Background: an optimization exercise with open tools, aiming at small area and a short achievable clock period. Do not read the settings as production practice.
Only simulation tests tie the RTL to the original design; equivalence was not proved.
Power and IR drop assume default switching activity.

`flow/config.mk`:
```
export PLATFORM = sky130hd
export DESIGN_NAME = dualIssueCore
export DESIGN_NICKNAME = dualIssueCore
export VERILOG_FILES = /design/flow/design.v
export SDC_FILE = /design/flow/constraint.sdc
export NUM_CORES = 4
export LEC_CHECK = 0
export CAP_MARGIN = 20
export CORE_MARGIN = 2
export CORE_UTILIZATION = 40
export SLEW_MARGIN = 20
```
`flow/constraint.sdc`:
```
create_clock -name core_clock -period 6.5 [get_ports {clk}]
set_input_delay 1.3000 -clock core_clock [delete_from_list [all_inputs] [get_ports {clk}]]
set_output_delay 1.3000 -clock core_clock [all_outputs]
set_load 0.01 [all_outputs]
```
`flow/design.v`:
```
package dualIssuePkg;
    typedef struct packed {
        logic [5:0]                 opcode;
        logic [5-1:0] rs;
        logic [5-1:0] rt;
        logic [5-1:0] rd;
        logic [4:0]                 shamt;
        logic [5:0]                 funct;
    } rTypeT;
    typedef struct packed {
        logic [5:0]                 opcode;
        logic [5-1:0] rs;
        logic [5-1:0] rt;
        logic [15:0]                imm;
    } iTypeT;
    typedef union packed {
        rTypeT r;
        iTypeT i;
    } instrT;
    typedef enum logic [3:0] {
        ALU_ADD,
        ALU_SUB,
        ALU_AND,
        ALU_OR,
        ALU_XOR,
        ALU_NOR,
        ALU_SLT,
        ALU_SLL,
        ALU_SRL,
        ALU_LUI
    } aluOpT;
    typedef struct packed {
        logic                       valid;
        aluOpT                      aluOp;
        logic                       useImm;
        logic [4:0]                 shamt;
        logic [5-1:0] srcA;
        logic [5-1:0] srcB;
        logic [5-1:0] destReg;
        logic [32-1:0]     imm;
    } laneCtrlT;
    typedef struct packed {
        instrT instrA;
        instrT instrB;
    } issuePairT;
    typedef struct packed {
        logic                       valid;
        logic [5-1:0] destReg;
        logic [32-1:0]     data;
    } wbPortT;
endpackage
`timescale 1ns/1ps
module instrDecoder (
    input  dualIssuePkg::instrT    instr,
    output dualIssuePkg::laneCtrlT ctrl
);
    logic                   known;
    logic [32-1:0] signImm;
    logic [32-1:0] zeroImm;
    logic [32-1:0] upperImm;
    assign signImm  = {{(32-16){instr.i.imm[15]}}, instr.i.imm};
    assign zeroImm  = {{(32-16){1'b0}}, instr.i.imm};
    assign upperImm = {instr.i.imm, {(32-16){1'b0}}};
    always_comb begin
        known       = 1'b1;
        ctrl        = '0;
        ctrl.aluOp  = dualIssuePkg::ALU_ADD;
        ctrl.srcA   = instr.r.rs;
        ctrl.srcB   = instr.r.rt;
        if (instr.r.opcode == 6'h00) begin
            ctrl.destReg = instr.r.rd;
            ctrl.shamt   = instr.r.shamt;
            case (instr.r.funct)
                6'h20: ctrl.aluOp = dualIssuePkg::ALU_ADD;
                6'h22: ctrl.aluOp = dualIssuePkg::ALU_SUB;
                6'h24: ctrl.aluOp = dualIssuePkg::ALU_AND;
                6'h25:  ctrl.aluOp = dualIssuePkg::ALU_OR;
                6'h26: ctrl.aluOp = dualIssuePkg::ALU_XOR;
                6'h27: ctrl.aluOp = dualIssuePkg::ALU_NOR;
                6'h2A: ctrl.aluOp = dualIssuePkg::ALU_SLT;
                6'h00: ctrl.aluOp = dualIssuePkg::ALU_SLL;
                6'h02: ctrl.aluOp = dualIssuePkg::ALU_SRL;
                default: known = 1'b0;
            endcase
        end else begin
            ctrl.destReg = instr.i.rt;
            ctrl.useImm  = 1'b1;
            case (instr.i.opcode)
                6'h08: begin
                    ctrl.aluOp = dualIssuePkg::ALU_ADD;
                    ctrl.imm   = signImm;
                end
                6'h0A: begin
                    ctrl.aluOp = dualIssuePkg::ALU_SLT;
                    ctrl.imm   = signImm;
                end
                6'h0C: begin
                    ctrl.aluOp = dualIssuePkg::ALU_AND;
                    ctrl.imm   = zeroImm;
                end
                6'h0D: begin
                    ctrl.aluOp = dualIssuePkg::ALU_OR;
                    ctrl.imm   = zeroImm;
                end
                6'h0E: begin
                    ctrl.aluOp = dualIssuePkg::ALU_XOR;
                    ctrl.imm   = zeroImm;
                end
                6'h0F: begin
                    ctrl.aluOp = dualIssuePkg::ALU_LUI;
                    ctrl.imm   = upperImm;
                end
                default: known = 1'b0;
            endcase
        end
        ctrl.valid = known && (ctrl.destReg != '0);
    end
endmodule
`timescale 1ns/1ps
module registerFile (
    input  logic                       clk,
    input  logic                       reset,
    input  logic [5-1:0] readAddrA0,
    input  logic [5-1:0] readAddrA1,
    input  logic [5-1:0] readAddrB0,
    input  logic [5-1:0] readAddrB1,
    output logic [32-1:0]     readDataA0,
    output logic [32-1:0]     readDataA1,
    output logic [32-1:0]     readDataB0,
    output logic [32-1:0]     readDataB1,
    input  dualIssuePkg::wbPortT       writeA,
    input  dualIssuePkg::wbPortT       writeB
);
    logic [32-1:0] regs [32];
    function automatic logic [32-1:0] readPort(
        input logic [5-1:0] addr,
        input logic [32-1:0]     stored,
        input dualIssuePkg::wbPortT       wa,
        input dualIssuePkg::wbPortT       wb
    );
    begin
        if (addr == '0)
            readPort = '0;
        else if (wb.valid && wb.destReg == addr)
            readPort = wb.data;
        else if (wa.valid && wa.destReg == addr)
            readPort = wa.data;
        else
            readPort = stored;
    end
    endfunction
    always_ff @(posedge clk) begin
        if (reset) begin
            for (int i = 0; i < 32; i++)
                regs[i] <= '0;
        end else begin
            if (writeA.valid && writeA.destReg != '0)
                regs[writeA.destReg] <= writeA.data;
            if (writeB.valid && writeB.destReg != '0)
                regs[writeB.destReg] <= writeB.data;
        end
    end
    assign readDataA0 = readPort(readAddrA0, regs[readAddrA0], writeA, writeB);
    assign readDataA1 = readPort(readAddrA1, regs[readAddrA1], writeA, writeB);
    assign readDataB0 = readPort(readAddrB0, regs[readAddrB0], writeA, writeB);
    assign readDataB1 = readPort(readAddrB1, regs[readAddrB1], writeA, writeB);
endmodule
`timescale 1ns/1ps
module executeLane (
    input  dualIssuePkg::laneCtrlT     ctrl,
    input  logic [32-1:0]     operandA,
    input  logic [32-1:0]     operandB,
    input  dualIssuePkg::wbPortT       fwdA,
    input  dualIssuePkg::wbPortT       fwdB,
    output dualIssuePkg::wbPortT       result
);
    logic [32-1:0] srcValA;
    logic [32-1:0] srcValB;
    logic [32-1:0] aluB;
    logic [32-1:0] aluOut;
    logic                   lessThan;
    function automatic logic [32-1:0] forwardSel(
        input logic [5-1:0] src,
        input logic [32-1:0]     regVal,
        input dualIssuePkg::wbPortT       fa,
        input dualIssuePkg::wbPortT       fb
    );
    begin
        if (src == '0)
            forwardSel = regVal;
        else if (fb.valid && fb.destReg == src)
            forwardSel = fb.data;
        else if (fa.valid && fa.destReg == src)
            forwardSel = fa.data;
        else
            forwardSel = regVal;
    end
    endfunction
    assign srcValA = forwardSel(ctrl.srcA, operandA, fwdA, fwdB);
    assign srcValB = forwardSel(ctrl.srcB, operandB, fwdA, fwdB);
    assign aluB = ctrl.useImm ? ctrl.imm : srcValB;
    assign lessThan = $signed(srcValA) < $signed(aluB);
    always_comb begin
        case (ctrl.aluOp)
            dualIssuePkg::ALU_ADD:
                aluOut = srcValA + aluB;
            dualIssuePkg::ALU_SUB:
                aluOut = srcValA - aluB;
            dualIssuePkg::ALU_AND:
                aluOut = srcValA & aluB;
            dualIssuePkg::ALU_OR:
                aluOut = srcValA | aluB;
            dualIssuePkg::ALU_XOR:
                aluOut = srcValA ^ aluB;
            dualIssuePkg::ALU_NOR:
                aluOut = ~(srcValA | aluB);
            dualIssuePkg::ALU_SLT:
                aluOut = {{(32-1){1'b0}}, lessThan};
            dualIssuePkg::ALU_SLL:
                aluOut = aluB << ctrl.shamt;
            dualIssuePkg::ALU_SRL:
                aluOut = aluB >> ctrl.shamt;
            dualIssuePkg::ALU_LUI:
                aluOut = aluB;
            default:
                aluOut = '0;
        endcase
    end
    assign result.valid   = ctrl.valid;
    assign result.destReg = ctrl.destReg;
    assign result.data    = aluOut;
endmodule
`timescale 1ns/1ps
module dualIssueCore (
    input  logic                    clk,
    input  logic                    reset,
    input  logic                    issueValid,
    input  dualIssuePkg::issuePairT issuePair,
    output dualIssuePkg::wbPortT    wbA,
    output dualIssuePkg::wbPortT    wbB
);
    logic                    decodeValid;
    dualIssuePkg::issuePairT decodePair;
    dualIssuePkg::laneCtrlT  decCtrlA;
    dualIssuePkg::laneCtrlT  decCtrlB;
    dualIssuePkg::laneCtrlT  liveCtrlA;
    dualIssuePkg::laneCtrlT  liveCtrlB;
    logic [32-1:0]  readDataA0;
    logic [32-1:0]  readDataA1;
    logic [32-1:0]  readDataB0;
    logic [32-1:0]  readDataB1;
    dualIssuePkg::laneCtrlT  exCtrlA;
    dualIssuePkg::laneCtrlT  exCtrlB;
    logic [32-1:0]  exOpA0;
    logic [32-1:0]  exOpA1;
    logic [32-1:0]  exOpB0;
    logic [32-1:0]  exOpB1;
    dualIssuePkg::wbPortT    laneResultA;
    dualIssuePkg::wbPortT    laneResultB;
    always_ff @(posedge clk) begin
        if (reset) begin
            decodeValid <= 1'b0;
        end else begin
            decodeValid <= issueValid;
            if (issueValid)
                decodePair <= issuePair;
        end
    end
    instrDecoder decoderA (
        .instr (decodePair.instrA),
        .ctrl  (decCtrlA)
    );
    instrDecoder decoderB (
        .instr (decodePair.instrB),
        .ctrl  (decCtrlB)
    );
    always_comb begin
        liveCtrlA       = decCtrlA;
        liveCtrlA.valid = decCtrlA.valid & decodeValid;
        liveCtrlB       = decCtrlB;
        liveCtrlB.valid = decCtrlB.valid & decodeValid;
    end
    registerFile regFile (
        .clk        (clk),
        .reset      (reset),
        .readAddrA0 (decCtrlA.srcA),
        .readAddrA1 (decCtrlA.srcB),
        .readAddrB0 (decCtrlB.srcA),
        .readAddrB1 (decCtrlB.srcB),
        .readDataA0 (readDataA0),
        .readDataA1 (readDataA1),
        .readDataB0 (readDataB0),
        .readDataB1 (readDataB1),
        .writeA     (wbA),
        .writeB     (wbB)
    );
    always_ff @(posedge clk) begin
        if (reset) begin
            exCtrlA.valid <= 1'b0;
            exCtrlB.valid <= 1'b0;
        end else begin
            exCtrlA <= liveCtrlA;
            exCtrlB <= liveCtrlB;
            exOpA0  <= readDataA0;
            exOpA1  <= readDataA1;
            exOpB0  <= readDataB0;
            exOpB1  <= readDataB1;
        end
    end
    executeLane laneA (
        .ctrl     (exCtrlA),
        .operandA (exOpA0),
        .operandB (exOpA1),
        .fwdA     (wbA),
        .fwdB     (wbB),
        .result   (laneResultA)
    );
    executeLane laneB (
        .ctrl     (exCtrlB),
        .operandA (exOpB0),
        .operandB (exOpB1),
        .fwdA     (wbA),
        .fwdB     (wbB),
        .result   (laneResultB)
    );
    always_ff @(posedge clk) begin
        if (reset) begin
            wbA.valid <= 1'b0;
            wbB.valid <= 1'b0;
        end else begin
            wbA <= laneResultA;
            wbB <= laneResultB;
        end
    end
endmodule
```
`flow/run.sh`:
```
#!/bin/bash
# synth_recipe.tcl (not shown) runs the flow's synth.tcl, then flattens the netlist and writes it again
# the make line also repeats each setting of config.mk as NAME=value (left out here)
make -C /OpenROAD-flow-scripts/flow DESIGN_CONFIG=/design/flow/config.mk WORK_HOME=/design/flow/orfs CLKGATE_MAP_FILE= SYNTH_SCRIPT=/design/flow/synth_recipe.tcl finish
```
==> out/qor.yml <==
logic_synthesis:
  ys_seq_elements: 1409
  synth_cells: 9170
  synth_edf_count: 1404
  synth-seq-area-share: 0.376
  synthFlopType: "edfxtp_1"
  avgSynthCellArea_sq_um: 12.3
  synth_cell_types: 112
  ys_async_sr_fraction: 0
  synth_warnings: 4
  netlist_area_sq_um: 112000
drt:
  wire_per_inst_microns: 48.6
  vias: 101566
  drc: 0
  drt_wl_total_microns: 624000
  drt_pass1_iterations: 7
  ant_nets: 0
  drtIter0Drc: 19618
  viasPerCell: 7.90
worst_hold_path:
  min_path_type: "reg2reg"
  holdPathStages: 0
floorplanning:
  die_area_sq_um: 285000
  ios: 143
  die_y_microns: 534
  core_sq_um: 280000
  die_x_microns: 534
  placementRows: 194
  start_util: 0.402
place:
  post-place-ws_ps: 448
  dp_hpwl_microns: 423000
  place_congestion: 1.03
  placedCellCount: 12498
  placed_cell_area_sq_um: 120000
  io_buffer_count: 142
global_routing:
  top_usage_layer: "met2"
  use_met2: 0.612
  grt_start_max_net_pins: 126
  antenna_found_initial: 63
  use_met1: 0.533
  gr-usage-met3: 0.166
  grt_pass1_wl_microns: 836000
  grt_overflow: 0
  track_usage: 0.425
  grt_pass1_vias: 94350
power_and_ir_drop:
  power.leakage_nw: 44.2
  total_power_w: 0.0301
  p_sw_w: 0.0109
  netSwitchingFraction: 0.362
  peakVddDrop_mv: 0.230
  power_density_nw_per_um2: 239
  p_int_w: 0.0192
  clkPwrFrac: 0.341
  comb_power_share: 0.281
  p_seq_frac: 0.378
timing:
  maxSlewViolCount: 0
  min_period_ps: 6290
  period_share: 0.967
  fin_skew_ps: 95.8
  rsz0062_at_grt: "no"
  max_freq_mhz: 159
  tightest_slew_ps: 1370
  slew_headroom: 0.0874
  worst_slack_ps: 212
  hold_viol: 0
  setup_viol: 0
clocking:
  postCtsSetupBuffers: 0
  cts_root_buf: "clkbuf_16"
  clock-sinks: 1409
  cts_tree: "built"
  hold_buffers: 0
  clkTransAtPathRegs_ps: 60
  cts-buffers-inserted: 180
  clockBufferDepth: 4
  cts_resized: 0
  clk-insertion-delay-late_ps: 940
  h-tree-depth: 4
layout:
  layout-drive-gt1-share: 0.266
  nFillCells: 25169
  final_cells: 12853
  final_area_sq_um: 126000
  mostFrequentLayoutCells: "edfxtp_1 (1404), mux4_2 (1238), a22o_1 (1001)"
  final_common_cell: "edfxtp_1"
  final_nets: 9225
  utilization: 0.451
  area_delta_synth_final_pct: 12.1
worst_setup_path:
  endpoint_kind: "flip-flop"
  slowest_delay_ps: 750
  crit_buf_inv: 2
  cp.arrival_ps: 6880
  worstPathRequired_ps: 7090
  reg2reg_depth: 18
  crit_path_top_delay_cell: "o31ai_1"
  crit_fanout: 19
  worst_setup_path_start_kind: "flip-flop"
  crit_cells: 18
  cp_top_family: "compound AO/OA/AOI/OAI gates"
  crit_chain: "buf_4 -> xnor2_1 -> nand4_2 -> o22ai_1 -> buf_4 -> a21oi_1 -> o31ai_1 -> ha_1 -> a21oi_1 -> o21ai_0 -> a221oi_1 -> a211oi_1 -> or4_1 -> a41oi_1 -> nor2b_1 -> o21a_1 -> o32ai_1 -> nand3_1"
  path_class: "reg2reg"
  r2r_setup_slack_ps: 210
run_status:
  outcome: "no timing/DRC/antenna violations"
job:
  maxCapViolations: 0
-- sequential cells by signal, indices dropped and copies added, names as in the netlist --
| name | flops |
|---|---|
| decodeValid | 1 |
| wbB | 38 |
| exOpB1 | 32 |
| decodePair | 64 |
| exCtrlB | 58 |
| regFile.regs | 1024 |
| exOpA0 | 32 |
| wbA | 38 |
| exCtrlA | 58 |
| exOpB0 | 32 |
| exOpA1 | 32 |
-- cell type report --
type / instances / area [sq um] / area share
Antenna cell: 27 / 67.6 / 0.000536
Clock buffer: 205 / 4640 / 0.0368
Clock inverter: 117 / 1110 / 0.00882
Inverter: 235 / 886 / 0.00702
Multi-Input combinational cell: 6406 / 66000 / 0.523
Sequential cell: 1409 / 42300 / 0.335
Tap cell: 3724 / 4660 / 0.0369
Timing Repair Buffer: 730 / 6490 / 0.0514
-- Yosys cell counts (36+ instances only) --
master | n | area (sq um)
nor4_1 | 44 | 275
a22o_1 | 1001 | 8770
a221o_1 | 39 | 390
nor2_1 | 573 | 2150
o22a_1 | 137 | 1200
o211ai_1 | 64 | 480
o221ai_1 | 80 | 701
mux2_2 | 80 | 901
nor3_1 | 141 | 706
clkbuf_1 | 945 | 3550
mux2i_1 | 318 | 3180
ha_1 | 192 | 2400
inv_1 | 225 | 845
edfxtp_1 | 1404 | 42200
a21oi_1 | 389 | 1950
xnor2_1 | 51 | 447
xor2_1 | 36 | 315
nand3_1 | 91 | 455
a211o_1 | 36 | 315
buf_1 | 144 | 541
nor2b_1 | 41 | 257
nand2b_1 | 57 | 357
and2_1 | 42 | 263
mux4_2 | 1238 | 27900
a21o_1 | 74 | 556
a221oi_1 | 107 | 937
o22ai_1 | 72 | 450
buf_2 | 45 | 225
a211oi_1 | 209 | 1570
o31ai_1 | 38 | 285
o21ai_0 | 276 | 1380
nand2_1 | 384 | 1440
-- layer usage --
layer  wire (microns)  vias up
li1                 -    37657
met1           218000    51366
met2           261000    10093
met3            94900     2388
met4            49800       62
met5              574        -
-- path summary, 6_finish.rpt --
path	startpoint	endpoint
setup reg to reg	wbB[32]	wbB[31]
setup / recovery	wbB[32]	wbB[31]
hold / removal	exCtrlA[36]	wbA[36]
hold reg to reg	exCtrlA[36]	wbA[36]
-- power groups by stage --
stage	sequential (W)	clock [W]	combinational, W
after floorplan	0.0110	0	0.00459
after global placement	0.0115	0	0.00799
after detailed placement	0.0115	0	0.00801
after CTS	0.0113	0.0103	0.00803
after global routing	0.0114	0.0106	0.00853
final	0.0114	0.0103	0.00847
-- stage by stage --
step                      hold slack, ps  setup TNS (ps)
after global routing                 436               0
after global placement               410               0
after floorplan                      400        -1576710
final                                431               0
after detailed placement             412               0
after CTS                            427               0
-- worst reg2reg max path, cell delays in order, from the launching register on --
cell and delay (ps):
edfxtp_1 480, buf_4 260, xnor2_1 280, nand4_2 300
o22ai_1 350, buf_4 330, a21oi_1 170, o31ai_1 750
ha_1 460, a21oi_1 260, o21ai_0 190, a221oi_1 530
a211oi_1 210, or4_1 460, a41oi_1 230, nor2b_1 90
o21a_1 170, o32ai_1 340, nand3_1 140
-- logic make-up (layout without fill, tap and decap cells) --
logic type	count (synthesis)	in the layout	share of synthesized area
other	1	59	0.0000333
buffers and inverters	1386	1287	0.0474
DFF	1409	1409	0.376
xor gates and xnor gates	87	87	0.00678
and+or+nand+nor	1559	1559	0.0647
muxes	1640	1640	0.285
AOI/OAI and AO/OA	2892	2892	0.199
adders and majority gates	196	196	0.0221

## afterwards: timing with drivers on the ports
The flow's constraints put no driver on any port. The routed layout listed below was extracted and timed again, unchanged, in two steps.
Step 1, drivers: a clkbuf_16 drives clk and a buf_2 each remaining input, both assumed.
Step 2 times the ports against the registers' clock, not the clock port: input delays grow and output delays shrink by t, the midpoint of the rising clock arrivals with the driver on.
Three values: ideal ports, drivers, drivers and shift; two values: the first two.
t, ns: 0.994
setup WS [ns]: 0.212 / 0.212 / 0.212
clock arrival spread, ns: 0.101 / 0.100
slew at the worst register clock pin (ns): 0.08 / 0.08
cell pins on the clock port's net: 1
After both steps setup and hold are still met in this run. For this run, drivers alone change the setup slack by 0.000 ns; drivers and shift together by 0.000 ns.
